What follows belongs to an exercise in optimizing a design on an open flow for small area; a production flow would make more cautious choices. Only simulation tests tie the RTL to the original design; equivalence was not proved. Power figures rest on the tool's default switching activity, not on a simulated workload.

**flow/design.v**
```verilog
`timescale 1ns/1ps
module led_tracker_top (
    input  logic        clk_65mhz,
    input  logic        rst_n,
    input  logic [29:0] pixel,
    input  logic        frame_done,
    output logic [17:0] centroid_p1,
    output logic [17:0] centroid_p2,
    output logic        centroid_p1_strobe,
    output logic        centroid_p2_strobe,
    output logic [27:0] motion_p1,
    output logic [27:0] motion_p2,
    output logic        motion_p1_strobe,
    output logic        motion_p2_strobe
);
    logic [3:0] red, green, blue;
    logic [8:0] px;
    logic [7:0] py;
    logic is_p1, is_p2;
    assign red   = pixel[28:25];
    assign green = pixel[24:21];
    assign blue  = pixel[20:17];
    assign px    = pixel[16:8];
    assign py    = pixel[7:0];
    assign is_p1 = pixel[29] && !frame_done && (red > 4'd12)
        && (green < 4'd3) && (blue < 4'd3);
    assign is_p2 = pixel[29] && !frame_done && (red > 4'd12)
        && (green > 4'd12) && (blue > 4'd12);
    logic        restart;
    logic [15:0] c1, c2, c1_n, c2_n;
    logic [23:0] sx1, sy1, sx2, sy2;
    logic [23:0] sx1_n, sy1_n, sx2_n, sy2_n;
    always_ff @(posedge clk_65mhz or negedge rst_n) begin
        if (!rst_n) restart <= 1'b1;
        else        restart <= frame_done;
    end
    rca #(16) add_c1  (.a(restart ? 16'd0 : c1),  .b(16'd0), .ci(is_p1), .s(c1_n), .co());
    rca #(24) add_sx1 (.a(restart ? 24'd0 : sx1), .b({15'd0, is_p1 ? px : 9'd0}), .ci(1'b0), .s(sx1_n), .co());
    rca #(24) add_sy1 (.a(restart ? 24'd0 : sy1), .b({16'd0, is_p1 ? py : 8'd0}), .ci(1'b0), .s(sy1_n), .co());
    rca #(16) add_c2  (.a(restart ? 16'd0 : c2),  .b(16'd0), .ci(is_p2), .s(c2_n), .co());
    rca #(24) add_sx2 (.a(restart ? 24'd0 : sx2), .b({15'd0, is_p2 ? px : 9'd0}), .ci(1'b0), .s(sx2_n), .co());
    rca #(24) add_sy2 (.a(restart ? 24'd0 : sy2), .b({16'd0, is_p2 ? py : 8'd0}), .ci(1'b0), .s(sy2_n), .co());
    always_ff @(posedge clk_65mhz) begin
        c1  <= c1_n;
        sx1 <= sx1_n;
        sy1 <= sy1_n;
        c2  <= c2_n;
        sx2 <= sx2_n;
        sy2 <= sy2_n;
    end
    logic       ph;
    logic       load;
    logic [6:0] step;
    logic [6:0] step_n;
    logic [3:0] frame_cnt;
    logic [3:0] frame_cnt_n;
    logic       window_end;
    assign load = (frame_done || restart) && ph;
    rca #(7) add_step (.a(step), .b(7'd0), .ci(step != 7'd127), .s(step_n), .co());
    rca #(4) add_frame (.a(frame_cnt), .b(4'd0), .ci(1'b1), .s(frame_cnt_n), .co());
    always_ff @(posedge clk_65mhz or negedge rst_n) begin
        if (!rst_n) begin
            ph <= 1'b0;
            step <= 7'd127;
            frame_cnt <= 4'd0;
        end else begin
            ph <= !ph;
            step <= load ? 7'd1 : step_n;
            if (frame_done) frame_cnt <= frame_cnt_n;
        end
    end
    assign window_end = (frame_cnt == 4'd0);
    logic [96:0] chain;
    logic [15:0] rem;
    logic [15:0] den;
    logic [15:0] den_p2;
    logic [16:0] trial;
    logic [16:0] diff;
    logic        no_borrow;
    logic        q;
    logic        rem_clear;
    logic        found;
    assign trial = {rem, chain[96]};
    rca #(17) sub_den (.a(trial), .b(~{1'b0, den}), .ci(1'b1), .s(diff), .co(no_borrow));
    assign q = no_borrow;
    assign rem_clear = load || (step == 7'd24) || (step == 7'd48)
        || (step == 7'd73);
    always_ff @(posedge clk_65mhz) begin
        if (load) chain <= {sx1, sy1, 1'b0, sx2, sy2};
        else      chain <= {chain[95:0], q};
        if (rem_clear) rem <= 16'd0;
        else           rem <= q ? diff[15:0] : trial[15:0];
        if (load) begin
            den <= c1;
            den_p2 <= c2;
        end else if (step == 7'd49) begin
            den <= den_p2;
        end
        if (step == 7'd48 || step == 7'd97) found <= (den != 16'd0);
    end
    logic [16:0] last_a, last_b;
    logic [16:0] ref_a, ref_b;
    logic        have_a, have_b;
    logic        cap;
    logic        strobe_c;
    logic        strobe_m;
    logic [9:0]  dx;
    logic [8:0]  dy;
    logic [8:0]  mag_x;
    logic [7:0]  mag_y;
    logic [16:0] motion;
    assign cap = (step == 7'd49) || (step == 7'd98);
    assign strobe_c = (step == 7'd51) || (step == 7'd100);
    assign strobe_m = ((step == 7'd53) || (step == 7'd102)) && window_end;
    always_ff @(posedge clk_65mhz or negedge rst_n) begin
        if (!rst_n) begin
            last_a <= 17'd0;
            last_b <= 17'd0;
            have_a <= 1'b0;
            have_b <= 1'b0;
        end else begin
            last_a <= last_b;
            last_b <= (cap && found) ? {chain[32:24], chain[7:0]} : last_a;
            have_a <= have_b;
            have_b <= have_a || (strobe_c && found);
        end
    end
    always_ff @(posedge clk_65mhz) begin
        ref_a <= ref_b;
        ref_b <= (!have_a || strobe_m) ? last_a : ref_a;
    end
    rca #(10) sub_x (.a({1'b0, last_a[16:8]}), .b(~{1'b0, ref_a[16:8]}), .ci(1'b1), .s(dx), .co());
    rca #(9)  sub_y (.a({1'b0, last_a[7:0]}),  .b(~{1'b0, ref_a[7:0]}),  .ci(1'b1), .s(dy), .co());
    rca #(9)  abs_x (.a(dx[8:0] ^ {9{dx[9]}}), .b(9'd0), .ci(dx[9]), .s(mag_x), .co());
    rca #(8)  abs_y (.a(dy[7:0] ^ {8{dy[8]}}), .b(8'd0), .ci(dy[8]), .s(mag_y), .co());
    assign centroid_p1 = {found, last_a};
    assign centroid_p2 = {found, last_a};
    assign centroid_p1_strobe = strobe_c && !ph;
    assign centroid_p2_strobe = strobe_c && ph;
    assign motion_p1 = {dx[9], 4'd0, mag_x, dy[8], 5'd0, mag_y};
    assign motion_p2 = motion_p1;
    assign motion_p1_strobe = strobe_m && !ph;
    assign motion_p2_strobe = strobe_m && ph;
endmodule
module rca #(
    parameter int W = 8
) (
    input  logic [W-1:0] a,
    input  logic [W-1:0] b,
    input  logic         ci,
    output logic [W-1:0] s,
    output logic         co
);
    logic [W:0] c;
    assign c[0] = ci;
    for (genvar i = 0; i < W; i++) begin : g_bit
        assign s[i] = a[i] ^ b[i] ^ c[i];
        assign c[i+1] = (a[i] & b[i]) | (c[i] & (a[i] ^ b[i]));
    end
    assign co = c[W];
endmodule
```
**flow/run.sh**
```bash
#!/bin/bash
# synth_recipe.tcl (not shown) runs the flow's synth.tcl, then flattens the netlist and writes it again
# the make line also repeats each setting of config.mk as NAME=value (left out here)
make -C /OpenROAD-flow-scripts/flow DESIGN_CONFIG=/design/flow/config.mk WORK_HOME=/design/flow/orfs CLKGATE_MAP_FILE= SYNTH_SCRIPT=/design/flow/synth_recipe.tcl finish
```
**flow/config.mk**
```make
export PLATFORM = sky130hd
export DESIGN_NAME = led_tracker_top
export DESIGN_NICKNAME = led_tracker_top
export VERILOG_FILES = /design/flow/design.v
export SDC_FILE = /design/flow/constraint.sdc
export NUM_CORES = 4
export LEC_CHECK = 0
export ABC_AREA = 1
export CAP_MARGIN = 20
export CORE_MARGIN = 2
export CORE_UTILIZATION = 45
export SLEW_MARGIN = 20
```
**flow/constraint.sdc**
```tcl
create_clock -name core_clock -period 10.0 [get_ports {clk_65mhz}]
set_input_delay 2.0000 -clock core_clock [delete_from_list [all_inputs] [get_ports {clk_65mhz}]]
set_output_delay 2.0000 -clock core_clock [all_outputs]
set_load 0.01 [all_outputs]
```
==> results of run 1 <==
## synthesized netlist by cell type (all sizes together)
cell type	n
a21o	1
a21oi	17
buf	89
clkbuf	24
clkinv	1
conb	1
dfrtp	41
dfstp	8
dfxtp	275
edfxtp	33
fa	60
ha	117
inv	212
mux2	1
mux2i	1
nand2	235
nand3	42
nand3b	1
nand4	4
nor2	210
nor3	1
nor4	3
o21ai	107
o22ai	1
or2	1
xnor2	20
xor2	6
## logic make-up after synthesis
family                   synth area share
adder cells (fa/ha/maj)             0.180
AO/OA/AOI/OAI                      0.0428
flip-flops                          0.521
buffers and inverters               0.104
multiplexers                      0.00143
XOR/XNOR                           0.0154
AND/OR/NAND/NOR                     0.136
other                            0.000253
## layer usage
layer / routed length, um / track usage / vias up
li1: - / - / 4709
met1: 12000 / 0.212 / 4116
met2: 10500 / 0.233 / 178
met3: 1280 / 0.0268 / 37
met4: 495 / 0.0406 / 0
met5: 0 / 0 / -
## final cells by class
type / count / area [sq um]
Clock buffer: 59 / 1140
Clock inverter: 12 / 189
Fill cell: 2952 / 15300
Inverter: 213 / 800
Multi-Input combinational cell: 846 / 5650
Sequential cell: 357 / 7740
Tap cell: 442 / 553
Timing Repair Buffer: 115 / 1150
## sequential cells by signal, summed over array words and instances, names as in the netlist, 17 cells and up
name and count:
chain 97, last_a 17, last_b 17, ref_a 17, ref_b 17, sx1 24, sx2 24, sy1 24
sy2 24
## worst max path at each step
stage / end / slack, ps / cells after the start
after floorplan: sx2[23] / 1930 / 30
after global placement: sx2[23] / 960 / 30
after detailed placement: sx2[23] / 850 / 30
after CTS: motion_p2[22] / 1050 / 24
after global routing: motion_p2[22] / 760 / 24
final: motion_p2[22] / 1150 / 24
## critical path, stage by stage, from the launching register on
cell,delay [ps]
dfrtp_1,430
inv_1,80
ha_1,140
inv_1,40
fa_1,380
fa_1,400
fa_1,380
fa_1,390
fa_1,390
fa_1,360
inv_1,90
fa_1,160
inv_1,50
fa_1,580
xnor2_1,210
ha_1,220
ha_1,180
ha_1,170
ha_1,180
ha_1,180
ha_1,180
ha_1,190
xnor2_1,180
xor2_1,200
clkdlybuf4s50_1,560
## layout by cell type (no fill, tap or decap), drive strengths merged
| cell | count |
|---|---|
| o22ai | 1 |
| mux2 | 1 |
| nor4 | 3 |
| nand3b | 1 |
| or2 | 1 |
| buf | 6 |
| dfstp | 8 |
| edfxtp | 33 |
| inv | 213 |
| conb | 18 |
| clkinvlp | 1 |
| nand3 | 42 |
| xor2 | 6 |
| ha | 117 |
| a21oi | 17 |
| nand2 | 235 |
| dfrtp | 41 |
| xnor2 | 20 |
| fa | 60 |
| bufinv | 5 |
| clkdlybuf4s50 | 109 |
| clkinv | 6 |
| dfxtp | 275 |
| nand4 | 4 |
| clkbuf | 59 |
| a21o | 1 |
| o21ai | 107 |
| nor3 | 1 |
| nor2 | 210 |
| mux2i | 1 |
## power by group
group / total, uW / internal [uW] / switching, uW
Combinational: 195 / 73.9 / 121
Sequential: 1510 / 1480 / 25.1
Clock: 1470 / 919 / 547
## per-stage QoR
stage / total power, uW / hold slack (ps) / setup slack, ps / instance area (sq um) / cells
after global placement: 1730 / 310 / 955 / 15900 / 1972
after CTS: 3210 / 327 / 1050 / 17200 / 2043
after global routing: 3320 / 330 / 755 / 17200 / 2044
final: 3170 / 323 / 1150 / 17200 / 2044
after floorplan: 1680 / 310 / 1930 / 14900 / 1529
after detailed placement: 1730 / 312 / 846 / 15900 / 1972
==> impl_metrics.csv, run 1 <==
group,metric,value,unit
min_path,worstHoldStart,"ref_b[14]",
timing,period_minus_slack,8850,ps
finish,drive_gt1_frac,0.0531,
finish,final_util,0.529,
route,drtIter0Drc,405,
clock_network,insertion_delay,520,ps
logic_synthesis,syn_area,14800,sq um
min_path,hold_path_end,"ref_a[14]",
min_path,holdCritPathClass,"reg -> reg",
grt,grt_max_degree,124,
route,drc_errors,0,
timing,drv_slew,0,
logic_synthesis,syn_inst,1512,
critical_path,end_kind,"output pin",
finish,areaGrowthSynthToFinish,16.1,%
logic_synthesis,synth_area_leader_cell,"dfxtp_1",
route,detail-route-antenna-nets,0,
logic_synthesis,ys_seq_area_frac,0.521,
clock_network,cts-root-buf,"clkbuf_16",
critical_path,r2r_cells,28,
logic_synthesis,synth_area_per_cell,9.81,sq um
logic_synthesis,synthTopCellsByArea,"dfxtp_1 37%, ha_1 9.9%, fa_1 8.1%, dfrtp_1 6.9%, edfxtp_1 6.7%",
clock_network,cts_tree,"yes",
clock_network,hold_buffers,0,
min_path,hold_path_depth,0,
clock_network,htree_levels,2,
route,dr_total_vias,9040,
flow_run,drv_cap,0,
route,wirelength,24.3,mm
clock_network,cts_resized,0,
timing,fmax,113,MHz
power_and_ir_drop,p_leak,0.00778,uW
clock_network,cts.sinks,357,
grt,antenna_found_initial,0,
place,hpwl,17.0,mm
timing,rsz0062_at_grt,"false",
route,wire_per_inst,11.9,um
die,chipWidth,186,um
clock_network,post_cts_buffers,0,
logic_synthesis,synth_warnings,1,
critical_path,cp-startpoint,"last_a[8]",
grt,grt_pass1_wl,41.7,mm
timing,setup_viol,0,
die,row_count,66,
logic_synthesis,synth_top_area_share,0.371,
clock_network,clk_pin_slew,60,ps
route,post_drt_via_cell_ratio,4.42,
grt,grt_pass1_vias,8681,
outcome,status,"finished clean",
power_and_ir_drop,power.density,184,nW/um^2
die,ios,129,
die,coreArea,32500,sq um
critical_path,path_max_fanout,10,
timing,hold_viol,0,
critical_path,worstSetupPathType,"reg -> out",
timing,max-slew-margin-rel,0.455,
place,numPortBuffers,110,
place,place_congestion,0.783,
grt,grt_usage,0.149,
timing,finalCritPeriodShare,0.885,
grt,overflow,0,
power_and_ir_drop,irDropWorstVdd,0.119,mV
die,die-area,34400,sq um
critical_path,required,8000,ps
critical_path,r2r_slack,2250,ps
route,dr.pass1.iters,5,
finish,layout.nets,1782,
timing,skew,15.6,ps
critical_path,crit_path_start_kind,"flop",
die,die-height,186,um
logic_synthesis,synthDistinctLibCells,36,
critical_path,reg2reg_to,"sx1[23]",
critical_path,cp.arrival,6850,ps
clock_network,cts.path.max_buffers,3,
die,start_util,0.456,
clock_network,numCtsBuffers,39,
timing,tightest_slew,818,ps
critical_path,reg2reg_from,"restart",
timing,setup_tns,0,ps
finish,n_antenna_cell,0,
logic_synthesis,ys_ff_latch,357,
==> run 2: changes to the inputs <==
==> flow/flow/run.sh (new file) <==
#!/bin/bash
# The standard layout, with two changes: the port buffers use the smallest
# buffer cell, and clock tree synthesis clusters more sinks per buffer and
# adds no dummy loads.
set -e
export BUFFER_PORTS_ARGS="-buffer_cell sky130_fd_sc_hd__buf_1"
export CTS_ARGS="-sink_clustering_enable -repair_clock_nets -sink_clustering_size 25 -sink_clustering_max_diameter 150 -dont_use_dummy_load"
bash standard.sh > standard.log 2>&1
==> flow/standard.sh (new file) <==
#!/bin/bash
# synth_recipe.tcl (not shown) runs the flow's synth.tcl, then flattens the netlist and writes it again
# the make line also repeats each setting of config.mk as NAME=value (left out here)
make -C /OpenROAD-flow-scripts/flow DESIGN_CONFIG=/design/flow/config.mk WORK_HOME=/design/flow/orfs CLKGATE_MAP_FILE= SYNTH_SCRIPT=/design/flow/synth_recipe.tcl "${@:-finish}"
removed: flow/run.sh
==> run 2 against run 1 <==
Compared with the run above: clock skew grew 70 ps; wire length shrank 3.8%; sequential share of layout area grew 4.5 points; largest power group unchanged; utilization shrank 4.8 points; clock power down 49%; power shrank 23%.
==> impl_metrics.csv, run 2 <==
group,metric,value,unit
outcome,status,"finished clean",
clock_network,cts_tree,"yes",
grt,overflow,0,
critical_path,worstSetupPathType,"reg -> out",
power_and_ir_drop,p_clk_frac,0.306,
critical_path,cp.arrival,6490,ps
route,post_drt_via_cell_ratio,4.45,
route,wirelength,23.4,mm
logic_synthesis,synth_edf_count,33,
finish,largest_register_ffs,97,
critical_path,r2r_cells,28,
clock_network,post_cts_buffers,0,
logic_synthesis,synthTopCellsByCount,"275 x dfxtp_1, 228 x nand2_1, 211 x inv_1, 208 x nor2_1, 117 x ha_1",
logic_synthesis,syn_inst,1512,
clock_network,hold_buffers,0,
logic_synthesis,synth_warnings,1,
route,drc_errors,0,
critical_path,crit_path_start_kind,"flop",
critical_path,required,8000,ps
logic_synthesis,synth_ff_type,"dfxtp_1",
power_and_ir_drop,comb_power_share,0.075,
power_and_ir_drop,p_sw_frac,0.233,
finish,final_util,0.481,
power_and_ir_drop,irDropWorstVdd,0.117,mV
timing,setup_viol,0,
logic_synthesis,synthDistinctLibCells,36,
power_and_ir_drop,switching_power,567,uW
route,dr_total_vias,8857,
clock_network,cts.path.max_buffers,3,
clock_network,insertion_delay,520,ps
grt,grt_pass1_vias,8339,
die,die-height,186,um
timing,fmax,118,MHz
critical_path,cp_cell_sequence,"inv_1 -> ha_1 -> inv_1 -> fa_1 -> fa_1 -> fa_1 -> fa_1 -> fa_1 -> fa_1 -> inv_1 -> fa_1 -> inv_1 -> fa_1 -> xnor2_1 -> ha_1 -> ha_1 -> ha_1 -> ha_1 -> ha_1 -> ha_1 -> ha_1 -> xnor2_1 -> xor2_1 -> buf_1",
logic_synthesis,async_reset_ff_frac,0.137,
place,numPortBuffers,110,
timing,setup_ws,1510,ps
critical_path,crit_path_end,"motion_p1[22]",
min_path,worstHoldStart,"ref_b[0]",
finish,largest_register,"chain",
place,hpwl,16.7,mm
logic_synthesis,syn_area,14800,sq um
logic_synthesis,synth_area_per_cell,9.81,sq um
timing,max-slew-margin-rel,0.361,
power_and_ir_drop,power.density,156,nW/um^2
timing,rsz0062_at_grt,"false",
timing,skew,85.7,ps
power_and_ir_drop,p_int,1870,uW
finish,areaGrowthSynthToFinish,5.42,%
flow_run,drv_cap,0,
logic_synthesis,ys_seq_area_frac,0.521,
die,ios,129,
clock_network,clk_pin_slew,100,ps
logic_synthesis,ys_ff_latch,357,
place,place_congestion,0.781,
finish,drive_gt1_frac,0.0303,
finish,mostFrequentLayoutCell,"dfxtp_1",
route,detail-route-antenna-nets,0,
finish,final_cell_mix,"275 x dfxtp_1, 228 x nand2_1, 211 x inv_1",
timing,hold_viol,0,
critical_path,r2r_slack,2210,ps
route,drtIter0Drc,479,
timing,period_minus_slack,8490,ps
clock_network,htree_levels,1,
clock_network,numCtsBuffers,18,
clock_network,cts-root-buf,"clkbuf_16",
die,die-area,34400,sq um
grt,antenna_found_initial,2,
critical_path,cp-startpoint,"last_a[8]",
logic_synthesis,synth_top_area_share,0.371,
timing,drv_slew,0,
logic_synthesis,yosysMostFrequentCell,"dfxtp_1",
route,wire_per_inst,11.7,um
critical_path,reg2reg_to,"sx1[23]",
critical_path,path_max_fanout,10,
die,row_count,66,
critical_path,reg2reg_from,"restart",
critical_path,cp_slowest_stage_delay,580,ps
die,chipWidth,186,um
clock_network,cts.sinks,357,
timing,hold_ws,333,ps
die,coreArea,32500,sq um
power_and_ir_drop,seqPwrFrac,0.619,
timing,setup_tns,0,ps
critical_path,slowest_stage,"fa_1",
grt,grt_usage,0.142,
min_path,holdCritPathClass,"reg -> reg",
clock_network,cts_resized,0,
timing,finalCritPeriodShare,0.849,
grt,grt_max_degree,116,
critical_path,end_kind,"output pin",
grt,grt_pass1_wl,40.1,mm
finish,layout.nets,1761,
die,start_util,0.456,
logic_synthesis,synthTopCellsByArea,"dfxtp_1 37%, ha_1 9.9%, fa_1 8.1%, dfrtp_1 6.9%, edfxtp_1 6.7%",
power_and_ir_drop,p_leak,0.00709,uW
logic_synthesis,synth_area_leader_cell,"dfxtp_1",
route,dr.pass1.iters,4,
timing,tightest_slew,958,ps
place,place_ws,1170,ps
[run 2: cell types whose count changed in the layout (fill, tap and decap cells not counted), moves of 5 or more]
cell             change
clkdlybuf4s50_1    -109
clkbuf_16           -23
bufinv_16            -5
buf_1              +109
clkbuf_8             -5
clkbuf_1            -13
[run 2: cells by family (layout without fill, tap and decap cells)]
group	Yosys count	after routing	share of synthesized area
other cells	1	19	0.000253
xor+xnor	26	26	0.0154
flops	357	357	0.521
simple gates	497	497	0.136
buf+inv	326	346	0.104
mux	2	2	0.00143
fa+ha+maj	177	177	0.180
compound gates	126	126	0.0428
[run 2: how the worst min path moves through the flow]
| stage | slack (ps) | cells past startpoint | endpoint |
|---|---|---|---|
| finish | 330 | 0 | ref_a[0] |
| global route | 330 | 0 | ref_a[0] |
| CTS | 330 | 0 | ref_a[5] |
| detailed placement | 310 | 0 | ref_a[5] |
| global placement | 310 | 0 | ref_a[3] |
| floorplan | 310 | 0 | ref_a[0] |
[run 2: through the flow]
| step | instances | area [sq um] | total power, uW |
|---|---|---|---|
| after floorplan | 1529 | 14900 | 1680 |
| after global placement | 1973 | 15200 | 1710 |
| after detailed placement | 1973 | 15200 | 1720 |
| after CTS | 1991 | 15600 | 2470 |
| after global routing | 1991 | 15600 | 2560 |
| final | 1992 | 15600 | 2430 |
[run 2: metal layers]
layer | global-route usage | up-vias | share of wire
li1 | - | 4632 | -
met1 | 0.205 | 4043 | 0.51
met2 | 0.227 | 156 | 0.43
met3 | 0.0221 | 24 | 0.047
met4 | 0.0283 | 2 | 0.016
met5 | 0 | - | 0.00047
[run 2: final cells by class]
class / count / area, sq um
sequential: 357 / 7740
inverter: 213 / 800
clock buffer: 18 / 450
antenna: 1 / 2.50
fill: 3064 / 16900
timing repair buffer: 115 / 452
multi-input combinational: 846 / 5650
tap: 442 / 553
[run 2: power groups by stage]
stage	sequential [uW]	combinational (uW)	clock, uW
floorplan	1530	153	0
global placement	1540	177	0
detailed placement	1540	183	0
CTS	1510	185	781
global route	1510	214	834
finish	1510	182	744
[run 2: critical path: cells and delay by family (launching register included)]
family / cells / cell delay [ps]
flip-flops: 1 / 450
XOR/XNOR: 3 / 590
adder cells (fa/ha/maj): 16 / 4490
buffers and inverters: 5 / 440
==> run 3: changes to the inputs <==
--- a/flow/design.v
+++ b/flow/design.v
@@ -56,12 +56,12 @@
     logic [3:0] frame_cnt_n;
     logic       window_end;
     assign load = (frame_done || restart) && ph;
-    rca #(7) add_step (.a(step), .b(7'd0), .ci(step != 7'd127), .s(step_n), .co());
+    rca #(7) add_step (.a(step), .b(7'd0), .ci(step != 7'd0), .s(step_n), .co());
     rca #(4) add_frame (.a(frame_cnt), .b(4'd0), .ci(1'b1), .s(frame_cnt_n), .co());
     always_ff @(posedge clk_65mhz or negedge rst_n) begin
         if (!rst_n) begin
             ph <= 1'b0;
-            step <= 7'd127;
+            step <= 7'd0;
             frame_cnt <= 4'd0;
         end else begin
             ph <= !ph;
@@ -114,16 +114,18 @@
     assign strobe_m = ((step == 7'd53) || (step == 7'd102)) && window_end;
     always_ff @(posedge clk_65mhz or negedge rst_n) begin
         if (!rst_n) begin
-            last_a <= 17'd0;
-            last_b <= 17'd0;
             have_a <= 1'b0;
             have_b <= 1'b0;
         end else begin
-            last_a <= last_b;
-            last_b <= (cap && found) ? {chain[32:24], chain[7:0]} : last_a;
             have_a <= have_b;
             have_b <= have_a || (strobe_c && found);
         end
+    end
+    always_ff @(posedge clk_65mhz) begin
+        last_a <= last_b;
+        if (cap && found)        last_b <= {chain[32:24], chain[7:0]};
+        else if (cap && !have_a) last_b <= 17'd0;
+        else                     last_b <= last_a;
     end
     always_ff @(posedge clk_65mhz) begin
         ref_a <= ref_b;
==> run 3 against run 2 <==
Compared with the run above: non-clock buffer count grew 2; die area shrank 1.1%; sequential power is essentially flat; clock skew shrank 41 ps; sequential cell count is the same.
==> impl_metrics.csv, run 3 <==
group,metric,value,unit
route,drc_errors,0,
finish,final_cell_mix,"309 x dfxtp_1, 234 x nand2_1, 215 x inv_1",
timing,hold_viol,0,
critical_path,cp_slowest_stage_delay,400,ps
route,drtIter0Drc,459,
grt,grt_usage,0.144,
critical_path,required,10400,ps
route,wire_per_inst,11.8,um
clock_network,htree_levels,1,
timing,max-slew-margin-rel,0.408,
route,dr_total_vias,8817,
finish,n_antenna_cell,0,
power_and_ir_drop,irDropWorstVdd,0.0860,mV
clock_network,post_cts_buffers,0,
timing,skew,45.0,ps
logic_synthesis,syn_inst,1519,
die,start_util,0.454,
finish,areaGrowthSynthToFinish,5.61,%
grt,grt_pass1_wl,40.1,mm
clock_network,hold_buffers,0,
logic_synthesis,syn_area,14700,sq um
power_and_ir_drop,power.density,155,nW/um^2
critical_path,cp.arrival,8810,ps
logic_synthesis,synth_ff_type,"dfxtp_1",
flow_run,drv_cap,0,
finish,fin_area,15500,sq um
place,place_congestion,0.791,
logic_synthesis,ys_ff_latch,357,
finish,drive_gt1_frac,0.0244,
die,ios,129,
critical_path,crit_buf_inv,6,
route,wirelength,23.6,mm
timing,setup_viol,0,
place,numPortBuffers,110,
finish,largest_register_ffs,97,
critical_path,cpMostUsedCell,"ha_1",
critical_path,cp-startpoint,"frame_done",
timing,finalCritPeriodShare,0.841,
outcome,status,"finished clean",
logic_synthesis,async_reset_ff_frac,0.0420,
critical_path,end_kind,"flop",
logic_synthesis,synth_top_area_share,0.422,
clock_network,clk_pin_slew,90,ps
route,post_drt_via_cell_ratio,4.41,
grt,antenna_found_initial,0,
min_path,holdCritPathClass,"reg -> reg",
place,hpwl,16.5,mm
grt,busiest_layer,"met2",
clock_network,numCtsBuffers,18,
timing,period_minus_slack,8410,ps
timing,setup_ws,1590,ps
die,coreArea,32300,sq um
timing,fmax,119,MHz
power_and_ir_drop,p_leak,0.00689,uW
logic_synthesis,synth_edf_count,33,
die,die-area,34000,sq um
grt,use_met1,0.196,
critical_path,crit_path_start_kind,"primary input",
clock_network,cts-root-buf,"clkbuf_16",
finish,largest_register,"chain",
finish,layout.nets,1773,
clock_network,cts_resized,0,
timing,rsz0062_at_grt,"false",
logic_synthesis,ys_seq_area_frac,0.515,
logic_synthesis,synth_area_leader_cell,"dfxtp_1",
die,chipWidth,185,um
grt,grt_max_degree,133,
route,detail-route-antenna-nets,0,
grt,grt_pass1_vias,8378,
route,dr.pass1.iters,4,
grt,overflow,0,
timing,drv_slew,0,
clock_network,insertion_delay,500,ps
timing,setup_tns,0,ps
clock_network,cts.sinks,357,
critical_path,path_max_fanout,16,
place,place_area,15000,sq um
grt,grt_use_met3,0.0176,
die,row_count,66,
logic_synthesis,yosysMostFrequentCell,"dfxtp_1",
die,die-height,185,um
clock_network,cts.path.max_buffers,3,
clock_network,cts_tree,"yes",
logic_synthesis,synthTopCellsByCount,"309 x dfxtp_1, 234 x nand2_1, 215 x inv_1, 202 x nor2_1, 120 x ha_1",
logic_synthesis,synthDistinctLibCells,36,
critical_path,reg2reg_from,"restart",
timing,tightest_slew,888,ps
logic_synthesis,synth_area_per_cell,9.65,sq um
timing,hold_ws,334,ps
logic_synthesis,synth_warnings,1,
place,place_ws,1050,ps
critical_path,crit_family,"adder cells",
critical_path,slowest_stage,"fa_1",
grt,grt_util_met2,0.246,
min_path,worstHoldStart,"ref_b[9]",
logic_synthesis,synthTopCellsByArea,"dfxtp_1 42%, ha_1 10%, fa_1 8.2%, edfxtp_1 6.8%, nand2_1 6.0%",
finish,mostFrequentLayoutCell,"dfxtp_1",
critical_path,worstSetupPathType,"in -> reg",
## run 3: changes by cell type in the layout (fill, tap and decap cells not counted), moves of 6 or more
cell	before	now
o21ai_1	1	46
o21ai_0	105	62
dfxtp_1	275	309
dfrtp_1	41	14
dfstp_2	7	0
nand2_1	228	234
nor2_1	207	201
## run 3: metrics by stage
stage / util / power, uW / instances
after floorplan: - / 1650 / 1536
after global placement: 0.465 / 1680 / 1982
after detailed placement: 0.465 / 1680 / 1982
after CTS: 0.479 / 2430 / 2000
after global routing: 0.480 / 2510 / 2000
final: 0.480 / 2400 / 2000
## run 3: report_power, final
part	switching [uW]	total [uW]	leakage, uW	internal (uW)
Sequential	26.5	1500	0.00294	1470
Clock	425	749	0.000222	324
Combinational	98.7	148	0.00372	49.1
## run 3: final timing paths
path	to	slack [ps]	cells past startpoint
max in group asynchronous	ph	7920	1
hold / removal	ref_a[9]	330	0
min in group asynchronous	step[6]	1560	1
setup reg to reg	sx2[23]	2290	28
setup / recovery	sx2[23]	1590	33
hold reg to reg	ref_a[9]	330	0
## run 3: area by class of cell
type | count | area, sq um
inverter | 218 | 828
fill | 3037 | 16800
multi-input combinational | 848 | 5630
tap | 442 | 553
timing repair buffer | 117 | 465
clock buffer | 18 | 450
sequential | 357 | 7560
## run 3: kinds of logic (layout without fill, tap and decap cells)
group,count (synthesis),in the layout,synth area share
AND/OR/NAND/NOR,494,494,0.133
adder cells (fa/ha/maj),180,180,0.184
other,1,18,0.000256
multiplexers,1,1,0.000683
flip-flops,357,357,0.515
AO/OA/AOI/OAI,129,129,0.0446
XOR/XNOR,26,26,0.0155
buffers and inverters,331,353,0.106
## run 3: per-layer routing
metal	wire, um	vias to the layer above
li1	-	4651
met1	11700	4005
met2	10700	138
met3	836	23
met4	317	0
met5	0	-
==> run 4: changes to the inputs <==
--- a/flow/design.v
+++ b/flow/design.v
@@ -27,30 +27,74 @@
     assign is_p2 = pixel[29] && !frame_done && (red > 4'd12)
         && (green > 4'd12) && (blue > 4'd12);
     logic        restart;
+    logic        rst_first;
+    logic        clr_lo;
+    logic        div_on;
+    logic [15:0] rem_n;
+    logic        clr_hi;
     logic [15:0] c1, c2, c1_n, c2_n;
     logic [23:0] sx1, sy1, sx2, sy2;
-    logic [23:0] sx1_n, sy1_n, sx2_n, sy2_n;
+    logic [15:0] sx1_n, sy1_n, sx2_n, sy2_n;
+    logic [7:0]  sx1_h, sy1_h, sx2_h, sy2_h;
+    logic        sx1_c, sy1_c, sx2_c, sy2_c;
+    logic        load;
+    logic [6:0]  step;
     always_ff @(posedge clk_65mhz or negedge rst_n) begin
-        if (!rst_n) restart <= 1'b1;
-        else        restart <= frame_done;
-    end
-    rca #(16) add_c1  (.a(restart ? 16'd0 : c1),  .b(16'd0), .ci(is_p1), .s(c1_n), .co());
-    rca #(24) add_sx1 (.a(restart ? 24'd0 : sx1), .b({15'd0, is_p1 ? px : 9'd0}), .ci(1'b0), .s(sx1_n), .co());
-    rca #(24) add_sy1 (.a(restart ? 24'd0 : sy1), .b({16'd0, is_p1 ? py : 8'd0}), .ci(1'b0), .s(sy1_n), .co());
-    rca #(16) add_c2  (.a(restart ? 16'd0 : c2),  .b(16'd0), .ci(is_p2), .s(c2_n), .co());
-    rca #(24) add_sx2 (.a(restart ? 24'd0 : sx2), .b({15'd0, is_p2 ? px : 9'd0}), .ci(1'b0), .s(sx2_n), .co());
-    rca #(24) add_sy2 (.a(restart ? 24'd0 : sy2), .b({16'd0, is_p2 ? py : 8'd0}), .ci(1'b0), .s(sy2_n), .co());
-    always_ff @(posedge clk_65mhz) begin
-        c1  <= c1_n;
-        sx1 <= sx1_n;
-        sy1 <= sy1_n;
-        c2  <= c2_n;
-        sx2 <= sx2_n;
-        sy2 <= sy2_n;
+        if (!rst_n) begin
+            restart <= 1'b0;
+            rst_first <= 1'b1;
+        end else begin
+            restart <= frame_done;
+            rst_first <= 1'b0;
+        end
+    end
+    assign clr_lo = restart || rst_first;
+    assign clr_hi = rst_first || (step == 7'd127);
+    assign div_on = load || (step != 7'd0);
+    rca #(16) add_c1  (.a(clr_lo ? 16'd0 : c1),  .b(16'd0), .ci(is_p1), .s(c1_n), .co());   
+    rca #(16) add_sx1 (.a(clr_lo ? 16'd0 : sx1[15:0]), .b({7'd0, is_p1 ? px : 9'd0}), .ci(1'b0), .s(sx1_n), .co(sx1_c));
+    rca #(16) add_sy1 (.a(clr_lo ? 16'd0 : sy1[15:0]), .b({8'd0, is_p1 ? py : 8'd0}), .ci(1'b0), .s(sy1_n), .co(sy1_c));
+    rca #(16) add_c2  (.a(clr_lo ? 16'd0 : c2),  .b(16'd0), .ci(is_p2), .s(c2_n), .co());
+    rca #(16) add_sx2 (.a(clr_lo ? 16'd0 : sx2[15:0]), .b({7'd0, is_p2 ? px : 9'd0}), .ci(1'b0), .s(sx2_n), .co(sx2_c));
+    rca #(16) add_sy2 (.a(clr_lo ? 16'd0 : sy2[15:0]), .b({8'd0, is_p2 ? py : 8'd0}), .ci(1'b0), .s(sy2_n), .co(sy2_c));
+    rca #(8) inc_sx1 (.a(sx1[23:16]), .b(8'd0), .ci(sx1_c), .s(sx1_h), .co());
+    rca #(8) inc_sy1 (.a(sy1[23:16]), .b(8'd0), .ci(sy1_c), .s(sy1_h), .co());
+    rca #(8) inc_sx2 (.a(sx2[23:16]), .b(8'd0), .ci(sx2_c), .s(sx2_h), .co());
+    rca #(8) inc_sy2 (.a(sy2[23:16]), .b(8'd0), .ci(sy2_c), .s(sy2_h), .co());
+    always_ff @(posedge clk_65mhz) begin
+        c1[7:0] <= c1_n[7:0];
+        c2[7:0] <= c2_n[7:0];
+        if (clr_hi) begin
+            c1[15:8] <= 8'd0;
+            c2[15:8] <= 8'd0;
+        end else if (div_on) begin
+            {c1[15:8], c2[15:8]} <= rem_n;
+        end else begin
+            c1[15:8] <= c1_n[15:8];
+            c2[15:8] <= c2_n[15:8];
+        end
+        sx1[15:0] <= sx1_n;
+        sy1[15:0] <= sy1_n;
+        sx2[15:0] <= sx2_n;
+        sy2[15:0] <= sy2_n;
+        if (load) begin
+            sx1[23:16] <= c1[15:8];
+            sy1[23:16] <= c1[7:0];
+            sx2[23:16] <= c2[15:8];
+            sy2[23:16] <= c2[7:0];
+        end else if (clr_hi) begin
+            sx1[23:16] <= 8'd0;
+            sy1[23:16] <= 8'd0;
+            sx2[23:16] <= 8'd0;
+            sy2[23:16] <= 8'd0;
+        end else begin
+            sx1[23:16] <= sx1_h;
+            sy1[23:16] <= sy1_h;
+            sx2[23:16] <= sx2_h;
+            sy2[23:16] <= sy2_h;
+        end
     end
     logic       ph;
-    logic       load;
-    logic [6:0] step;
     logic [6:0] step_n;
     logic [3:0] frame_cnt;
     logic [3:0] frame_cnt_n;
@@ -72,30 +116,25 @@
     assign window_end = (frame_cnt == 4'd0);
     logic [96:0] chain;
     logic [15:0] rem;
+    assign rem = {c1[15:8], c2[15:8]};
     logic [15:0] den;
-    logic [15:0] den_p2;
     logic [16:0] trial;
     logic [16:0] diff;
     logic        no_borrow;
     logic        q;
     logic        rem_clear;
     logic        found;
+    assign den = (step > 7'd48) ? {sx2[23:16], sy2[23:16]} : {sx1[23:16], sy1[23:16]};
     assign trial = {rem, chain[96]};
     rca #(17) sub_den (.a(trial), .b(~{1'b0, den}), .ci(1'b1), .s(diff), .co(no_borrow));
     assign q = no_borrow;
-    assign rem_clear = load || (step == 7'd24) || (step == 7'd48)
+    assign rem_n = rem_clear ? 16'd0 : (q ? diff[15:0] : trial[15:0]);
+    assign rem_clear = load || (step == 7'd24) || (step == 7'd49)
         || (step == 7'd73);
     always_ff @(posedge clk_65mhz) begin
-        if (load) chain <= {sx1, sy1, 1'b0, sx2, sy2};
-        else      chain <= {chain[95:0], q};
-        if (rem_clear) rem <= 16'd0;
-        else           rem <= q ? diff[15:0] : trial[15:0];
-        if (load) begin
-            den <= c1;
-            den_p2 <= c2;
-        end else if (step == 7'd49) begin
-            den <= den_p2;
-        end
+        chain[48] <= chain[47];
+        if (load) {chain[96:49], chain[47:0]} <= {sx1, sy1, sx2, sy2};
+        else      {chain[96:49], chain[47:0]} <= {chain[95:48], chain[46:0], q};
         if (step == 7'd48 || step == 7'd97) found <= (den != 16'd0);
     end
     logic [16:0] last_a, last_b;
==> run 4 against run 3 <==
Compared with the run above: design area decreased by 6.7%; sequential power decreased by 13%; clock skew decreased by 4.1 ps; fmax decreased by 5.5%; clock-buffer cell count decreased by 2; sequential cell count decreased by 47; synthesized cell count increased by 1.1%.
==> impl_metrics.csv, run 4 <==
group,metric,value,unit
outcome,status,"finished clean",
critical_path,cp.arrival,9310,ps
finish,areaGrowthSynthToFinish,4.98,%
route,dr_total_vias,9217,
timing,max-slew-margin-rel,0.373,
finish,mostFrequentLayoutCell,"dfxtp_1",
timing,drv_slew,0,
logic_synthesis,ys_ff_latch,310,
finish,drive_gt1_frac,0.0231,
timing,period_minus_slack,8890,ps
route,dr.pass1.iters,5,
logic_synthesis,synth_top_area_share,0.426,
logic_synthesis,synth_area_leader_cell,"dfxtp_1",
logic_synthesis,synth_edf_count,1,
timing,setup_ws,1110,ps
timing,hold_ws,329,ps
clock_network,cts-root-buf,"clkbuf_16",
power_and_ir_drop,power.density,156,nW/um^2
logic_synthesis,ys_seq_area_frac,0.457,
die,coreArea,30300,sq um
logic_synthesis,synth_area_per_cell,8.96,sq um
timing,hold_viol,0,
place,place_congestion,0.859,
route,detail-route-antenna-nets,0,
timing,skew,40.9,ps
logic_synthesis,syn_area,13800,sq um
grt,grt_pass1_vias,8619,
place,place_ws,660,ps
clock_network,cts_tree,"yes",
clock_network,cts.sinks,310,
min_path,holdCritPathClass,"reg -> reg",
logic_synthesis,synth_warnings,1,
clock_network,cts.path.max_buffers,3,
grt,grt_max_degree,217,
power_and_ir_drop,p_leak,0.00658,uW
critical_path,worstSetupPathType,"reg -> reg",
flow_run,drv_cap,0,
critical_path,slowest_stage,"nand2_1",
finish,fin_area,14500,sq um
place,place_area,14100,sq um
finish,final_util,0.476,
logic_synthesis,synthTopCellsByCount,"293 x dfxtp_1, 279 x nand2_1, 191 x inv_1, 148 x nor2_1, 134 x o21ai_0",
timing,fmax,112,MHz
critical_path,cp_slowest_stage_delay,640,ps
grt,grt_usage,0.162,
finish,final_cell_mix,"293 x dfxtp_1, 279 x nand2_1, 191 x inv_1",
finish,n_antenna_cell,0,
die,ios,129,
clock_network,hold_buffers,0,
critical_path,crit_path_start_kind,"flop",
clock_network,cts_resized,0,
die,row_count,64,
critical_path,required,10410,ps
critical_path,path_max_fanout,19,
route,wirelength,25.3,mm
critical_path,r2r_slack,1110,ps
timing,setup_tns,0,ps
clock_network,insertion_delay,500,ps
finish,layout.nets,1775,
critical_path,cpMostUsedCell,"fa_1",
die,start_util,0.454,
logic_synthesis,synthTopCellsByArea,"dfxtp_1 43%, ha_1 11%, fa_1 8.7%, nand2_1 7.6%, inv_1 5.2%",
clock_network,numCtsBuffers,16,
route,drc_errors,0,
timing,setup_viol,0,
clock_network,clk_pin_slew,100,ps
die,chipWidth,179,um
logic_synthesis,syn_inst,1536,
logic_synthesis,yosysMostFrequentCell,"dfxtp_1",
route,post_drt_via_cell_ratio,4.71,
finish,largest_register,"chain",
die,die-height,179,um
timing,tightest_slew,940,ps
route,drtIter0Drc,609,
finish,largest_register_ffs,97,
finish,num-fill-cells,2922,
logic_synthesis,synth_ff_type,"dfxtp_1",
place,hpwl,18.3,mm
grt,antenna_found_initial,0,
logic_synthesis,synthDistinctLibCells,39,
critical_path,end_kind,"flop",
clock_network,htree_levels,1,
die,die-area,32000,sq um
clock_network,post_cts_buffers,0,
timing,finalCritPeriodShare,0.889,
grt,overflow,0,
power_and_ir_drop,irDropWorstVdd,0.0914,mV
grt,grt_pass1_wl,42.3,mm
logic_synthesis,async_reset_ff_frac,0.0516,
route,wire_per_inst,12.9,um
timing,rsz0062_at_grt,"false",
place,numPortBuffers,110,
-- run 4: cell types whose count changed in the layout (fill, tap and decap cells not counted), moves of 16 or more --
cell      previous run  this run
nor2_1             201       148
o21ai_1             46         5
o21ai_0             62       134
inv_1              215       191
nand3_1             44        96
edfxtp_1            33         1
dfxtp_1            309       293
nand2_1            234       279
-- run 4: metal layers --
layer	routed length, um	vias to the layer above	track usage
met5	0	-	0
met4	372	0	0.0281
met3	1080	20	0.0244
met2	11500	173	0.269
met1	12300	4281	0.227
li1	-	4743	-
-- run 4: cells by family after synthesis --
group	synth area share
flops	0.457
other cells	0.000272
simple gates	0.160
mux	0.00291
fa+ha+maj	0.195
xor+xnor	0.0165
buf+inv	0.106
compound gates	0.0613
-- run 4: path summary, 6_finish.rpt --
path / from / endpoint / depth (start not counted)
worst min-delay path: last_b[7] / last_a[7] / 0
worst max-delay path: step[0] / c1[14] / 29
min in group asynchronous: rst_n / step[6] / 1
worst min register to register: last_b[7] / last_a[7] / 0
max in group asynchronous: rst_n / have_a / 1
worst max register to register: step[0] / c1[14] / 29
-- run 4: final cells by class --
cell class | count | area, sq um | share of cell area
timing repair buffer | 114 | 455 | 0.0315
inverter | 194 | 728 | 0.0504
tap | 396 | 495 | 0.0343
clock buffer | 16 | 400 | 0.0277
multi-input combinational | 927 | 6080 | 0.420
sequential | 310 | 6300 | 0.436
-- run 4: power by group --
group	internal (uW)	total [uW]	switching (uW)	leakage, uW
clock network	288	663	374	0.000197
logic	97.6	287	190	0.00381
registers	1280	1310	27.1	0.00257
-- run 4: through the flow --
step / cells / power [uW]
2_1_floorplan: 1554 / 1560
3_3_place_gp: 1941 / 1620
3_5_place_dp: 1941 / 1630
4_1_cts: 1957 / 2290
5_1_grt: 1957 / 2380
6_report: 1957 / 2260
-- run 4: worst max-delay path: cells and delay by family (launching register included) --
kind                       cells  cell delay [ps]
and+or+nand+nor                7             1380
muxes                          1              260
AOI/OAI and AO/OA              1              180
DFF                            1              430
buffers and inverters          3              240
adders and majority gates     17             6300
==> run 5: changes to the inputs <==
--- a/flow/design.v
+++ b/flow/design.v
@@ -27,7 +27,6 @@
     assign is_p2 = pixel[29] && !frame_done && (red > 4'd12)
         && (green > 4'd12) && (blue > 4'd12);
     logic        restart;
-    logic        rst_first;
     logic        clr_lo;
     logic        div_on;
     logic [15:0] rem_n;
@@ -40,16 +39,11 @@
     logic        load;
     logic [6:0]  step;
     always_ff @(posedge clk_65mhz or negedge rst_n) begin
-        if (!rst_n) begin
-            restart <= 1'b0;
-            rst_first <= 1'b1;
-        end else begin
-            restart <= frame_done;
-            rst_first <= 1'b0;
-        end
+        if (!rst_n) restart <= 1'b1;
+        else        restart <= frame_done;
     end
-    assign clr_lo = restart || rst_first;
-    assign clr_hi = rst_first || (step == 7'd127);
+    assign clr_lo = restart;
+    assign clr_hi = (step == 7'd127);
     assign div_on = load || (step != 7'd0);
     rca #(16) add_c1  (.a(clr_lo ? 16'd0 : c1),  .b(16'd0), .ci(is_p1), .s(c1_n), .co());   
     rca #(16) add_sx1 (.a(clr_lo ? 16'd0 : sx1[15:0]), .b({7'd0, is_p1 ? px : 9'd0}), .ci(1'b0), .s(sx1_n), .co(sx1_c));
@@ -105,7 +99,7 @@
     always_ff @(posedge clk_65mhz or negedge rst_n) begin
         if (!rst_n) begin
             ph <= 1'b0;
-            step <= 7'd0;
+            step <= 7'd127;
             frame_cnt <= 4'd0;
         end else begin
             ph <= !ph;
==> run 5 against run 4 <==
Compared with the run above: synthesized area fell by 0.14%; combinational power is 53% higher; still clean; worst setup slack better by 30 ps; largest power group unchanged; via count is 1.2% lower; clock-buffer cell count did not move; synthesized cell count down 0.52%; largest cell class unchanged; fmax is 0.34% higher; highest routed layer unchanged; sequential cell count down 1.
==> impl_metrics.csv, run 5 <==
group,metric,value,unit
timing,hold_viol,0,
die,die-area,32000,sq um
die,coreArea,29900,sq um
logic_synthesis,yosysMostFrequentCell,"dfxtp_1",
logic_synthesis,synth_top_area_share,0.427,
timing,rsz0062_at_grt,"false",
grt,overflow,0,
timing,max-slew-margin-rel,0.318,
logic_synthesis,async_reset_ff_frac,0.0485,
clock_network,hold_buffers,0,
clock_network,cts.path.max_buffers,3,
logic_synthesis,synth_edf_count,1,
critical_path,cp_slowest_stage_delay,390,ps
route,drtIter0Drc,628,
die,row_count,63,
clock_network,cts-root-buf,"clkbuf_16",
critical_path,slowest_stage,"nand2_1",
place,hpwl,18.4,mm
flow_run,drv_cap,0,
route,dr.pass1.iters,4,
timing,fmax,113,MHz
route,drc_errors,0,
min_path,holdCritPathClass,"reg -> reg",
timing,setup_tns,0,ps
critical_path,r2r_cells,29,
route,dr_total_vias,9102,
critical_path,end_kind,"flop",
logic_synthesis,syn_area,13700,sq um
route,detail-route-antenna-nets,0,
critical_path,crit_path_start_kind,"primary input",
finish,n_antenna_cell,0,
critical_path,path_max_fanout,14,
logic_synthesis,synthDistinctLibCells,40,
die,ios,129,
logic_synthesis,ys_seq_area_frac,0.457,
grt,grt_max_degree,217,
finish,final_cell_mix,"293 x dfxtp_1, 276 x nand2_1, 189 x inv_1",
logic_synthesis,ys_ff_latch,309,
critical_path,cpMostUsedCell,"ha_1",
finish,largest_register_ffs,97,
clock_network,numCtsBuffers,16,
route,wire_per_inst,13.1,um
finish,layout.nets,1769,
timing,skew,56.8,ps
finish,fin_area,14400,sq um
critical_path,cp.arrival,9230,ps
min_path,hold_path_depth,0,
timing,period_minus_slack,8860,ps
grt,grt_usage,0.162,
place,place_area,14000,sq um
logic_synthesis,synth_area_leader_cell,"dfxtp_1",
grt,grt_pass1_wl,41.9,mm
grt,antenna_found_initial,0,
grt,grt_pass1_vias,8550,
place,placed_cells,1928,
place,place_congestion,0.830,
critical_path,worstSetupPathType,"in -> reg",
finish,areaGrowthSynthToFinish,4.99,%
outcome,status,"finished clean",
die,start_util,0.460,
route,post_drt_via_cell_ratio,4.68,
timing,finalCritPeriodShare,0.886,
finish,drive_gt1_frac,0.0277,
timing,hold_ws,329,ps
timing,drv_slew,0,
die,chipWidth,179,um
route,wirelength,25.4,mm
die,die-height,179,um
logic_synthesis,synthTopCellsByCount,"293 x dfxtp_1, 276 x nand2_1, 189 x inv_1, 152 x nor2_1, 120 x ha_1",
clock_network,post_cts_buffers,0,
clock_network,cts.sinks,309,
power_and_ir_drop,p_leak,0.00661,uW
clock_network,htree_levels,1,
place,place_ws,583,ps
logic_synthesis,syn_inst,1528,
clock_network,clk_pin_slew,100,ps
finish,mostFrequentLayoutCell,"dfxtp_1",
logic_synthesis,synthTopCellsByArea,"dfxtp_1 43%, ha_1 11%, fa_1 8.7%, nand2_1 7.5%, inv_1 5.2%",
power_and_ir_drop,power.density,173,nW/um^2
logic_synthesis,synth_ff_type,"dfxtp_1",
clock_network,cts_resized,0,
finish,largest_register,"chain",
timing,tightest_slew,1020,ps
clock_network,insertion_delay,500,ps
logic_synthesis,synth_warnings,1,
place,numPortBuffers,110,
logic_synthesis,synth_area_per_cell,9.00,sq um
timing,setup_ws,1140,ps
clock_network,cts_tree,"yes",
finish,fin_cells,1944,
power_and_ir_drop,irDropWorstVdd,0.121,mV
critical_path,required,10370,ps
timing,setup_viol,0,
## run 5: final timing paths
check	slack (ps)	from	endpoint
max in group asynchronous	7960	rst_n	have_b
hold / removal	330	chain[47]	chain[48]
hold reg to reg	330	chain[47]	chain[48]
setup / recovery	1140	frame_done	sx1[23]
setup reg to reg	1180	step[0]	c2[14]
min in group asynchronous	1540	rst_n	ph
## run 5: layout make-up
cell class	instances	area, sq um
fillers	2839	15400
multi-input cells	922	6080
clock buffers	16	400
well taps	390	488
inverters	193	724
repair buffers	114	455
flip-flops and latches	309	6280
## run 5: power breakdown
group	switching, uW	internal, uW
sequential	56.9	1330
combinational	270	167
clock	378	288
total	705	1790
## run 5: metal layers
metal  vias to the layer above  global-route usage  wire length (um)
met5                         -                   0                 0
met4                         0              0.0315               425
met3                        25              0.0165               831
met2                       151               0.256             11000
met1                      4210               0.240             13200
li1                       4716                   -                 -
## run 5: cells by family (layout without fill, tap and decap cells)
logic type	after synthesis	in the layout	share of synthesized area
XOR/XNOR	26	26	0.0166
multiplexers	3	3	0.00218
buffers and inverters	314	323	0.105
AND/OR/NAND/NOR	531	531	0.160
flip-flops	309	309	0.457
other	1	18	0.000273
AO/OA/AOI/OAI	164	164	0.0625
adder cells (fa/ha/maj)	180	180	0.197
## run 5: worst max-delay path: cells and delay by family
family | cells | cell delay, ps
AO/OA/AOI/OAI | 1 | 80
XOR/XNOR | 1 | 140
buffers and inverters | 4 | 530
AND/OR/NAND/NOR | 5 | 780
adder cells (fa/ha/maj) | 23 | 5700
## run 5: metrics by stage
stage	total power [uW]	util
floorplan	1750	-
global placement	1850	0.470
detailed placement	1860	0.470
CTS	2530	0.483
global route	2650	0.483
finish	2490	0.483
==> run 6: changes to the inputs <==
==> flow/flow/run.sh (replaced) <==
#!/bin/bash
# The standard layout, with two changes: the port buffers use the smallest
# buffer cell, and clock tree synthesis uses clkbuf_8 sink clusters of up to
# 14 flip-flops and adds no dummy loads.
set -e
export BUFFER_PORTS_ARGS="-buffer_cell sky130_fd_sc_hd__buf_1"
export CTS_ARGS="-sink_clustering_enable -repair_clock_nets -sink_clustering_size 14 -sink_clustering_max_diameter 100 -buf_list sky130_fd_sc_hd__clkbuf_8 -dont_use_dummy_load"
bash standard.sh > standard.log 2>&1
==> run 6 against run 5 <==
Compared with the run above: synthesized cell count unchanged; clock power down 7.5%; power down 2.1%; design area down 0.29%; fmax up 0.17%; global-route usage up 0.16 points; hold slack worse by 7.3 ps; die area unchanged; sequential cell count unchanged; sequential power about the same; utilization down 0.14 points; non-clock buffer count unchanged; critical path type unchanged; largest power group unchanged.
==> impl_metrics.csv, run 6 <==
group,metric,value,unit
timing,setup_viol,0,
critical_path,crit_family,"adder cells",
timing,period_minus_slack,8850,ps
finish,final_util,0.482,
critical_path,crit_path_start_kind,"primary input",
clock_network,cts.sinks,309,
finish,drive_gt1_frac,0.0339,
critical_path,crit_path_end,"sx1[23]",
grt,grt_max_degree,217,
critical_path,r2r_slack,1220,ps
logic_synthesis,synth_area_leader_cell,"dfxtp_1",
grt,overflow,0,
logic_synthesis,syn_area,13700,sq um
logic_synthesis,synthTopCellsByCount,"293 x dfxtp_1, 276 x nand2_1, 189 x inv_1, 152 x nor2_1, 120 x ha_1",
place,place_area,14000,sq um
die,start_util,0.460,
clock_network,htree_levels,1,
timing,skew,58.9,ps
route,wirelength,25.5,mm
grt,grt_usage,0.163,
critical_path,required,10420,ps
critical_path,r2r_cells,30,
finish,final_cell_mix,"293 x dfxtp_1, 276 x nand2_1, 189 x inv_1",
critical_path,slowest_stage,"fa_1",
place,numPortBuffers,110,
min_path,holdCritPathClass,"reg -> reg",
power_and_ir_drop,power.density,170,nW/um^2
die,ios,129,
logic_synthesis,synthDistinctLibCells,40,
place,place_ws,583,ps
logic_synthesis,synth_ff_type,"dfxtp_1",
die,row_count,63,
logic_synthesis,synth_warnings,1,
route,detail-route-antenna-nets,0,
route,wire_per_inst,13.1,um
finish,largest_register_ffs,97,
critical_path,cp.depth,34,
flow_run,drv_cap,0,
timing,hold_viol,0,
logic_synthesis,ys_ff_latch,309,
clock_network,numCtsBuffers,26,
logic_synthesis,synth_top_area_share,0.427,
clock_network,hold_buffers,0,
clock_network,cts.path.max_buffers,3,
outcome,status,"finished clean",
critical_path,reg2reg_to,"c1[8]",
route,post_drt_via_cell_ratio,4.68,
clock_network,clk_pin_slew,90,ps
logic_synthesis,async_reset_ff_frac,0.0485,
grt,grt_pass1_vias,8627,
clock_network,cts_resized,0,
critical_path,cp.arrival,9270,ps
timing,rsz0062_at_grt,"false",
route,dr.pass1.iters,4,
place,place_congestion,0.830,
critical_path,crit_buf_inv,4,
clock_network,cts-root-buf,"clkbuf_8",
finish,areaGrowthSynthToFinish,4.68,%
die,chipWidth,179,um
grt,antenna_found_initial,0,
die,coreArea,29900,sq um
die,die-area,32000,sq um
critical_path,cp_slowest_stage_delay,400,ps
timing,fmax,113,MHz
critical_path,end_kind,"flop",
finish,largest_register,"chain",
route,drtIter0Drc,615,
timing,tightest_slew,997,ps
critical_path,reg2reg_from,"step[0]",
timing,drv_slew,0,
logic_synthesis,synth_edf_count,1,
critical_path,worstSetupPathType,"in -> reg",
die,die-height,179,um
grt,grt_pass1_wl,42.2,mm
power_and_ir_drop,irDropWorstVdd,0.112,mV
timing,max-slew-margin-rel,0.334,
logic_synthesis,synthTopCellsByArea,"dfxtp_1 43%, ha_1 11%, fa_1 8.7%, nand2_1 7.5%, inv_1 5.2%",
logic_synthesis,synth_area_per_cell,9.00,sq um
power_and_ir_drop,p_leak,0.00660,uW
finish,n_antenna_cell,0,
clock_network,insertion_delay,580,ps
logic_synthesis,syn_inst,1528,
clock_network,cts_tree,"yes",
place,hpwl,18.4,mm
timing,setup_tns,0,ps
critical_path,cp-startpoint,"frame_done",
finish,num-fill-cells,2852,
clock_network,post_cts_buffers,0,
timing,finalCritPeriodShare,0.885,
timing,setup_ws,1150,ps
critical_path,cpMostUsedCell,"ha_1",
finish,mostFrequentLayoutCell,"dfxtp_1",
finish,layout.nets,1779,
critical_path,path_max_fanout,14,
route,dr_total_vias,9148,
logic_synthesis,yosysMostFrequentCell,"dfxtp_1",
route,drc_errors,0,
logic_synthesis,ys_seq_area_frac,0.457,
finish,fin_area,14400,sq um
[run 6: cell counts after synthesis]
No cell type changed its count.
[run 6: where the power goes]
| part | leakage (uW) | total, uW | switching [uW] | internal (uW) |
|---|---|---|---|---|
| registers | 0.00255 | 1390 | 57.2 | 1330 |
| clock network | 0.000187 | 616 | 384 | 232 |
| logic | 0.00387 | 436 | 269 | 167 |
[run 6: per-layer routing]
layer | wire length, um | track usage | up-vias
met5 | 0 | 0 | -
met4 | 533 | 0.0383 | 0
met3 | 1060 | 0.0208 | 36
met2 | 10800 | 0.255 | 175
met1 | 13100 | 0.241 | 4206
li1 | - | - | 4731
[run 6: worst min-delay path by stage]
stage / from / endpoint / slack [ps] / depth (start not counted)
after floorplan: chain[47] / chain[48] / 310 / 0
after global placement: last_b[2] / last_a[2] / 310 / 0
after detailed placement: last_b[11] / last_a[11] / 310 / 0
after CTS: ref_b[15] / ref_a[15] / 320 / 0
after global routing: ref_b[15] / ref_a[15] / 330 / 0
final: ref_b[15] / ref_a[15] / 320 / 0
[run 6: cell type report]
cell class                      instances  area [sq um]  area share
Clock buffer                           26           358      0.0249
Inverter                              193           724      0.0503
Multi-Input combinational cell        922          6080       0.423
Sequential cell                       309          6280       0.436
Tap cell                              390           488      0.0339
Timing Repair Buffer                  114           455      0.0316
[run 6: cell families (layout without fill, tap and decap cells)]
| kind of cell | after synthesis | in the layout | synth area share |
|---|---|---|---|
| fa+ha+maj | 180 | 180 | 0.197 |
| simple gates | 531 | 531 | 0.160 |
| compound gates | 164 | 164 | 0.0625 |
| buf+inv | 314 | 333 | 0.105 |
| mux | 3 | 3 | 0.00218 |
| other cells | 1 | 18 | 0.000273 |
| xor+xnor | 26 | 26 | 0.0166 |
| flops | 309 | 309 | 0.457 |
[run 6: per-stage QoR]
step	total power, uW	hold slack, ps	cells
after global routing	2600	330	1954
after global placement	1850	310	1928
final	2440	321	1954
after CTS	2480	324	1954
after floorplan	1750	310	1545
after detailed placement	1860	312	1928
==> run 7: changes to the inputs <==
--- a/flow/design.v
+++ b/flow/design.v
@@ -121,7 +121,7 @@
     assign den = (step > 7'd48) ? {sx2[23:16], sy2[23:16]} : {sx1[23:16], sy1[23:16]};
     assign trial = {rem, chain[96]};
     rca #(17) sub_den (.a(trial), .b(~{1'b0, den}), .ci(1'b1), .s(diff), .co(no_borrow));
-    assign q = no_borrow;
+    assign q = no_borrow && (den != 16'd0);
     assign rem_n = rem_clear ? 16'd0 : (q ? diff[15:0] : trial[15:0]);
     assign rem_clear = load || (step == 7'd24) || (step == 7'd49)
         || (step == 7'd73);
@@ -156,9 +156,8 @@
     end
     always_ff @(posedge clk_65mhz) begin
         last_a <= last_b;
-        if (cap && found)        last_b <= {chain[32:24], chain[7:0]};
-        else if (cap && !have_a) last_b <= 17'd0;
-        else                     last_b <= last_a;
+        if (cap && (found || !have_a)) last_b <= {chain[32:24], chain[7:0]};
+        else                           last_b <= last_a;
     end
     always_ff @(posedge clk_65mhz) begin
         ref_a <= ref_b;
==> run 7 against run 6 <==
Compared with the run above: via count fell by 1.4%; design area rose by 0.19%; sequential power barely moved; worst setup slack improved by 74 ps; register-to-register slack barely moved; utilization rose by 0.22 points; sequential share of layout area fell by 0.083 points; die area fell by 0.58%; clock skew fell by 1.6 ps; critical path type is now reg -> reg; critical endpoint is now c2[10].
==> impl_metrics.csv, run 7 <==
group,metric,value,unit
outcome,status,"finished clean",
route,drtIter0Drc,366,
route,dr_wl_met3,916,um
route,post_drt_via_cell_ratio,4.60,
clock_network,numCtsBuffers,26,
logic_synthesis,async_reset_ff_frac,0.0485,
finish,largest_register_ffs,97,
power_and_ir_drop,p_sw_frac,0.303,
logic_synthesis,synthTopCellsByCount,"293 x dfxtp_1, 290 x nand2_1, 191 x inv_1, 147 x nor2_1, 128 x o21ai_0",
flow_run,drv_cap,0,
place,place_congestion,0.856,
power_and_ir_drop,switching_power,758,uW
critical_path,cp.arrival,9280,ps
die,coreArea,29800,sq um
route,drc_errors,0,
timing,setup_tns,0,ps
critical_path,cp_slowest_stage_delay,580,ps
grt,overflow,0,
logic_synthesis,synth_area_per_cell,8.97,sq um
critical_path,crit_buf_inv,3,
timing,period_minus_slack,8770,ps
logic_synthesis,synthTopCellsByArea,"dfxtp_1 43%, ha_1 11%, fa_1 8.8%, nand2_1 8.0%, inv_1 5.2%",
logic_synthesis,syn_inst,1523,
critical_path,cp.depth,29,
power_and_ir_drop,comb_power_share,0.196,
logic_synthesis,synth_ff_type,"dfxtp_1",
timing,hold_viol,0,
clock_network,clk_pin_slew,100,ps
route,wirelength,24.5,mm
finish,layout.nets,1784,
clock_network,hold_buffers,0,
grt,grt_usage,0.157,
finish,mostFrequentLayoutCell,"dfxtp_1",
finish,largest_register,"chain",
power_and_ir_drop,seqPwrFrac,0.558,
logic_synthesis,synth_warnings,1,
finish,final_cell_mix,"293 x dfxtp_1, 290 x nand2_1, 190 x inv_1",
logic_synthesis,synth_area_leader_cell,"dfxtp_1",
route,routed.top_layer,"met4",
die,die-height,178,um
logic_synthesis,synth_top_area_share,0.429,
min_path,hold_path_depth,0,
route,dr.pass1.iters,5,
power_and_ir_drop,irDropWorstVdd,0.101,mV
grt,grt_max_degree,172,
finish,final_util,0.484,
finish,areaGrowthSynthToFinish,5.50,%
critical_path,r2r_cells,29,
die,row_count,63,
place,hpwl,17.8,mm
clock_network,insertion_delay,570,ps
grt,grt_pass1_wl,40.5,mm
timing,setup_viol,0,
finish,drive_gt1_frac,0.0395,
clock_network,post_cts_buffers,0,
critical_path,crit_path_start_kind,"flop",
logic_synthesis,syn_area,13700,sq um
grt,antenna_found_initial,0,
place,numPortBuffers,110,
route,wl_met1,12.3,mm
min_path,holdCritPathClass,"reg -> reg",
timing,drv_slew,0,
clock_network,cts_tree,"yes",
route,dr_total_vias,9020,
power_and_ir_drop,p_clk_frac,0.246,
power_and_ir_drop,p_int,1740,uW
die,start_util,0.459,
route,wl_met2,10.7,mm
die,die-area,31800,sq um
timing,tightest_slew,944,ps
die,chipWidth,178,um
timing,rsz0062_at_grt,"false",
critical_path,crit_family,"adder cells",
clock_network,htree_levels,1,
clock_network,cts-root-buf,"clkbuf_8",
finish,n_antenna_cell,0,
timing,max-slew-margin-rel,0.369,
logic_synthesis,synth_edf_count,1,
clock_network,cts_resized,0,
timing,fmax,114,MHz
logic_synthesis,ys_seq_area_frac,0.460,
critical_path,end_kind,"flop",
logic_synthesis,yosysMostFrequentCell,"dfxtp_1",
power_and_ir_drop,power.density,173,nW/um^2
timing,finalCritPeriodShare,0.877,
logic_synthesis,ys_ff_latch,309,
critical_path,slowest_stage,"dfstp_2",
clock_network,cts.path.max_buffers,3,
timing,skew,57.3,ps
critical_path,worstSetupPathType,"reg -> reg",
critical_path,required,10510,ps
route,wire_per_inst,12.5,um
logic_synthesis,synthDistinctLibCells,39,
clock_network,cts.sinks,309,
critical_path,path_max_fanout,18,
die,ios,129,
grt,grt_pass1_vias,8373,
power_and_ir_drop,p_leak,0.00665,uW
critical_path,cpMostUsedCell,"fa_1",
route,detail-route-antenna-nets,0,
-- run 7: cell families after synthesis --
group | Yosys count | synth area share
simple gates | 540 | 0.164
buf+inv | 311 | 0.104
flops | 309 | 0.460
fa+ha+maj | 180 | 0.198
compound gates | 156 | 0.0582
xor+xnor | 26 | 0.0167
other cells | 1 | 0.000274
-- run 7: power by group through the flow --
| stage | Clock (uW) | Sequential (uW) | Combinational [uW] |
|---|---|---|---|
| finish | 616 | 1390 | 490 |
| global route | 687 | 1410 | 566 |
| CTS | 645 | 1390 | 495 |
| detailed placement | 0 | 1420 | 495 |
| global placement | 0 | 1420 | 482 |
| floorplan | 0 | 1400 | 402 |
-- run 7: path summary, 6_finish.rpt --
path	startpoint	endpoint	slack, ps
setup / recovery	step[0]	c2[10]	1230
setup reg to reg	step[0]	c2[10]	1230
min in group asynchronous	rst_n	ph	1490
hold reg to reg	last_b[9]	last_a[9]	320
max in group asynchronous	rst_n	frame_cnt[2]	8000
hold / removal	last_b[9]	last_a[9]	320
-- run 7: cell type report --
class	count	area [sq um]
clock buffer	26	358
fill	2875	15400
inverter	193	727
multi-input combinational	920	6040
sequential	309	6280
tap	390	488
timing repair buffer	121	528
-- run 7: per-layer routing --
metal | global-route usage | vias to the layer above
met2 | 0.252 | 172
li1 | - | 4733
met5 | 0 | -
met4 | 0.0484 | 0
met1 | 0.221 | 4076
met3 | 0.0181 | 39
-- run 7: metrics by stage --
step / area, sq um / cells / worst slack (ps) / total power (uW) / hold slack, ps
final: 14400 / 1959 / 1230 / 2500 / 324
after floorplan: 13700 / 1540 / 1740 / 1800 / 310
after global routing: 14400 / 1959 / 770 / 2660 / 338
after CTS: 14400 / 1958 / 1310 / 2530 / 326
after detailed placement: 14000 / 1932 / 761 / 1920 / 312
after global placement: 14000 / 1932 / 897 / 1900 / 310

re-timing with driven ports:
The flow's constraints put no driver on any port. The routed layouts listed below were extracted and timed again, unchanged, in two steps.
Step 1: set_driving_cell puts a clkbuf_16 on clk_65mhz and a buf_2 on each other input, an assumption about the parent block.
Step 2 adds t to the input delays and takes it off the output delays; t is the mean of the earliest and latest rising clock arrival at the registers after step 1. Input paths then give back, and output paths get back, about the clock's delay inside the block.
Slacks: ideal / step 1 / step 2; pairs: ideal / step 1.
| run | shift t [ns] | setup WS [ns] | worst register clock-pin slew, ns |
|---|---|---|---|
| run 1 | 0.556 | 1.149 / 1.100 / 0.840 | 0.06 / 0.06 |
| run 2 | 0.531 | 1.513 / 1.464 / 1.159 | 0.10 / 0.10 |
| run 3 | 0.533 | 1.593 / 1.562 / 1.088 | 0.10 / 0.10 |
| run 4 | 0.528 | 1.108 / 1.108 / 0.651 | 0.10 / 0.10 |
| run 5 | 0.524 | 1.138 / 1.162 / 0.638 | 0.10 / 0.10 |
| run 6 | 0.592 | 1.154 / 1.170 / 0.579 | 0.09 / 0.09 |
| run 7 | 0.587 | 1.228 / 1.228 / 0.841 | 0.10 / 0.10 |
After both steps every run listed still meets setup and hold. For run 6, which loses most, drivers alone change the setup slack by +0.016 ns; drivers and shift together by -0.575 ns.
